This is an optimization exercise on Yosys and OpenROAD, whose aim is small area, a short achievable clock period and few clock cycles, not a production implementation. Where RTL was checked, it was by simulation tests only, not by an equivalence proof against the original. Power figures rest on the tool's default switching activity, not on a simulated workload.

red:
## hyperloglog_sketch_core
module hyperloglog_sketch_core (
  input  logic        clk,
  input  logic        rst_n,
  input  logic        in_valid,
  output logic        in_ready,
  input  logic [2:0]  in_opcode,
  input  logic [31:0] in_hash_value,
  input  logic [9:0]  in_reg_index,
  input  logic [4:0]  in_reg_value,
  output logic        out_valid,
  input  logic        out_ready,
  output logic [4:0]  out_read_value,
  output logic [31:0] out_cardinality,
  output logic        out_saturated,
  output logic        out_changed
);
  localparam int unsigned NG = 16;           
  logic        rst_q;
  logic        in_ready_r;
  logic [2:0]  owed_r;     
  logic        vr_r;
  logic [2:0]  opr_r;
  logic [8:0]  idxr_r;
  logic [31:0] selr_r;     
  logic [4:0]  nvr_r;      
  logic        v1_r;
  logic [2:0]  op1_r;
  logic [8:0]  idx1_r;
  logic [NG-1:0]   sel1_r;  
  logic [4:0]  nv1_r;
  logic [5*NG-1:0] part_r;
  logic [NG-1:0]   pgt_r;   
  logic        mx_r;       
  logic        mw_r;       
  logic        gtx_r;      
  logic        gtw_r;      
  logic        we2_r;
  logic [8:0]  widx2_r;
  logic [4:0]  wval2_r;
  logic [4:0]  old2_r;
  logic        we3_r;
  logic [4:0]  wval3_r;
  logic        dv_r;
  logic [31:0] ds_r;       
  logic        dn_r;       
  logic [1:0]  dz_r;
  logic [40:0] s_r;
  ...
Size: about 130000 µm² of cells after synthesis.
export LEC_CHECK = 0
export CAP_MARGIN = 50
export CORE_MARGIN = 2
export CORE_UTILIZATION = 30
export SETUP_SLACK_MARGIN = 5
export SLEW_MARGIN = 50
create_clock -name core_clock -period 11.0 [get_ports {clk}]
standard.sh (not shown) runs the stock make flow with config.mk's settings and CLKGATE_MAP_FILE= SYNTH_SCRIPT=/design/flow/synth_recipe.tcl, a recipe that flattens the netlist after the stock synthesis.
==> flow/flow/run.sh <==
#!/bin/bash
# Layout flow: the standard flow (standard.sh, every ORFS step from
# synthesis to the final layout, unchanged), with one change in how the layout
# is made: the buffers that global placement puts on every input and output
# port are buf_4 cells instead of the default choice.
set -e
export BUFFER_PORTS_ARGS="-buffer_cell sky130_fd_sc_hd__buf_4"
bash standard.sh > standard.log 2>&1
red reached the final stage; the timing, design-rule and antenna checks on its layout passed.
Testbench counts of red, summed over its fixed seeds: cycles 15,227.
Input-level comparison between blue and red:
--- a/flow/config.mk
+++ b/flow/config.mk
@@ -7,3 +7,3 @@
 export LEC_CHECK = 0
-export CAP_MARGIN = 50
+export CAP_MARGIN = 70
 export CORE_MARGIN = 2
@@ -11,2 +11,2 @@
 export SETUP_SLACK_MARGIN = 5
-export SLEW_MARGIN = 50
+export SLEW_MARGIN = 70
Results
- blue: full flow OK, the timing, design-rule and antenna checks passed
- blue against red; total clock buffers created by CTS is down slightly.
- Summary — clock period minus worst slack, blue relative to red: lower, by 0.14 ns.
- Clock network fraction of design power: blue vs red — no meaningful difference

## main
hyperloglog_sketch_core, a different RTL version from the one above (not shown whole).
Size in the first run: roughly 9800 cells after synthesis, ~130000 sq um of cells after synthesis.
==> flow/design.v (excerpt) <==
module hyperloglog_sketch_core (
  input  logic        clk,
  input  logic        rst_n,
  input  logic        in_valid,
  output logic        in_ready,
  input  logic [2:0]  in_opcode,
  input  logic [31:0] in_hash_value,
  input  logic [9:0]  in_reg_index,
  input  logic [4:0]  in_reg_value,
  output logic        out_valid,
  input  logic        out_ready,
  output logic [4:0]  out_read_value,
  output logic [31:0] out_cardinality,
  output logic        out_saturated,
  output logic        out_changed
);
==> flow/config.mk <==
export PLATFORM = sky130hd
export DESIGN_NAME = hyperloglog_sketch_core
export DESIGN_NICKNAME = hyperloglog_sketch_core
export VERILOG_FILES = /design/flow/design.v
export SDC_FILE = /design/flow/constraint.sdc
export NUM_CORES = 4
export LEC_CHECK = 0
export CAP_MARGIN = 70
export CORE_MARGIN = 2
export CORE_UTILIZATION = 30
export SETUP_SLACK_MARGIN = 5
export SLEW_MARGIN = 70
==> flow/constraint.sdc <==
create_clock -name core_clock -period 11.0 [get_ports {clk}]
set_input_delay 2.2000 -clock core_clock [delete_from_list [all_inputs] [get_ports {clk}]]
set_output_delay 2.2000 -clock core_clock [all_outputs]
set_load 0.01 [all_outputs]
run.sh (not shown) runs the stock make flow with config.mk's settings and CLKGATE_MAP_FILE= SYNTH_SCRIPT=/design/flow/synth_recipe.tcl, a recipe that flattens the netlist after the stock synthesis.
Stock flow here: none of the scripts above is used.
The final layout from main, which completed every stage, passed the timing, design-rule and antenna checks at the end of the flow.
Testbench counts of main, summed over its fixed seeds: cycles 14,936.
Inputs modified between main and the feature branch:
==> flow/flow/run.sh (new file) <==
#!/bin/bash
# Layout flow: the standard flow (standard.sh, every ORFS step from
# synthesis to the final layout, unchanged), with one change in how the layout
# is made: the buffers that global placement puts on every input and output
# port are buf_4 cells instead of the default choice.
set -e
export BUFFER_PORTS_ARGS="-buffer_cell sky130_fd_sc_hd__buf_4"
bash standard.sh > standard.log 2>&1
==> flow/standard.sh (new file) <==
#!/bin/bash
# synth_recipe.tcl (not shown) runs the flow's synth.tcl, then flattens the netlist and writes it again
# the make line also repeats each setting of config.mk as NAME=value (left out here)
make -C /OpenROAD-flow-scripts/flow DESIGN_CONFIG=/design/flow/config.mk WORK_HOME=/design/flow/orfs CLKGATE_MAP_FILE= SYNTH_SCRIPT=/design/flow/synth_recipe.tcl "${@:-finish}"
removed: flow/run.sh
[summary]
- The feature branch: combinational fraction of design power 0.2 points below main
- Comparing main and the feature branch, global routing usage on met2 is higher on the feature branch.
- Any difference in total routed wirelength between main and the feature branch is small enough to ignore.
- The feature branch -> main: number of vias after detailed routing flat
- On final cell count, main and the feature branch are neck and neck.
- Compared with main, the feature branch shows a post-route clock period utilization that is 1.5 points higher.
- Final-layout clock buffer total on the feature branch is down relative to main.

Another version of the RTL of hyperloglog_sketch_core (not shown whole).
Size: roughly 9700 cells after synthesis, ~3100 flip-flops, ~95 I/O pins, roughly 130000 sq um of cells after synthesis.
make LEC_CHECK=0 CAP_MARGIN=70 CORE_MARGIN=2 CORE_UTILIZATION=45 SETUP_SLACK_MARGIN=5 SLEW_MARGIN=70 finish   # period 11.0 ns
Stock flow here: none of the scripts above is used.
The baseline ran to the end with no violations.
Next try:
- CORE_UTILIZATION: 45 -> 30
Outcome:
- The changed run went through all stages and came out clean
- final cell count came out higher by roughly a tenth
- count of clock-buffer cells in the layout drops by 42
- cell area goes up slightly
- register-to-register slack improves by 0.03 ns
- global-route usage fell by 9.7 points
No functional check of the RTL was part of any run of this note.

== north ==
hyperloglog_sketch_core, a different RTL version from the one above (not shown whole).
Size in the first run: about 9,500 cells after synthesis, roughly 3,100 flip-flops, about 95 I/O pins, ~130,000 µm² of cells after synthesis.
==> flow/design.v (excerpt) <==
module hyperloglog_sketch_core (
  input  logic        clk,
  input  logic        rst_n,
  input  logic        in_valid,
  output logic        in_ready,
  input  logic [2:0]  in_opcode,
  input  logic [31:0] in_hash_value,
  input  logic [9:0]  in_reg_index,
  input  logic [4:0]  in_reg_value,
  output logic        out_valid,
  input  logic        out_ready,
  output logic [4:0]  out_read_value,
  output logic [31:0] out_cardinality,
  output logic        out_saturated,
  output logic        out_changed
);
export LEC_CHECK = 0
export ABC_CLOCK_PERIOD_IN_PS = 1500
export CAP_MARGIN = 30
export CORE_MARGIN = 2
export CORE_UTILIZATION = 30
export SETUP_SLACK_MARGIN = 5
export SLEW_MARGIN = 30
create_clock -name core_clock -period 11.0 [get_ports {clk}]
Testbench counts of north, summed over its fixed seeds: cycles 15,284.
### north -> south
- ABC_CLOCK_PERIOD_IN_PS now 3000, was 1500
[summary]
Every stage of the flow completed for south, and the final layout passed the timing, design-rule and antenna checks.
Diff south..north | final cell count | unchanged
Total clock network power essentially unchanged between north and south.
Between south and north, the data arrival time at the worst-slack endpoint does not differ in any meaningful way.
Between north and south, the sequential group power does not differ in any meaningful way.
On all-layer global routing usage, south and north are neck and neck.
### south -> east
- swapping 30 for 70 in SLEW_MARGIN
- swapping 30 for 70 in CAP_MARGIN
- clearing ABC_CLOCK_PERIOD_IN_PS, which used to be 3000
--- outcome ---
- Run comparison: south start-to-end type of the worst setup path reg2reg; east start-to-end type of the worst setup path reg2out
- Comparing east and south, register-to-register slack is higher on east.
- From east to south, gate count after technology mapping did not move at all.
- Cmp east vs south: non-clock buffer count higher in east
- east ended up with a higher normalized max-slew margin than south did.
- From south to east the numbers moved as follows: worst hold slack now sits lower; power now sits higher; worst setup slack after layout now sits higher.

## afterwards: timing with drivers on the ports
How much do the figures lean on ideal ports? The routed layouts below were timed once more, with nothing changed but the port constraints. Step 1 sets driving cells, clkbuf_16 on the clock port and buf_2 on the other inputs (assumed; they add their load-dependent delay and slew). Step 2, shift: input delay + t, output delay - t, t = (earliest + latest rising clock arrival at the registers) / 2. This alone moves slack from input paths to output paths. Slacks: no drivers / after step 1 / after step 2; pairs: no drivers / after step 1.
| run | shift t [ns] | setup WS [ns] | worst setup path after step 2 |
|---|---|---|---|
| red | 0.972 | 6.967 / 6.967 / 6.485 | input to register |
| blue | 1.022 | 7.104 / 7.041 / 6.732 | input to register |
| main | 1.006 | 6.481 / 6.481 / 6.360 | input to register |
| the feature branch | 1.010 | 6.321 / 6.321 / 6.321 | register to register |
| the first run of note 3 | 0.990 | 5.759 / 5.759 / 5.759 | register to register |
| the second run of note 3 | 0.968 | 5.789 / 5.789 / 5.789 | register to register |
| north | 1.035 | 6.376 / 6.376 / 5.976 | input to register |
| south | 1.035 | 6.376 / 6.376 / 5.976 | input to register |
| east | 1.024 | 6.671 / 6.559 / 6.314 | input to register |
After both steps setup and hold are still met in every run listed. For red, which loses most, drivers alone change the setup slack by 0.000 ns; drivers and shift together by -0.482 ns.
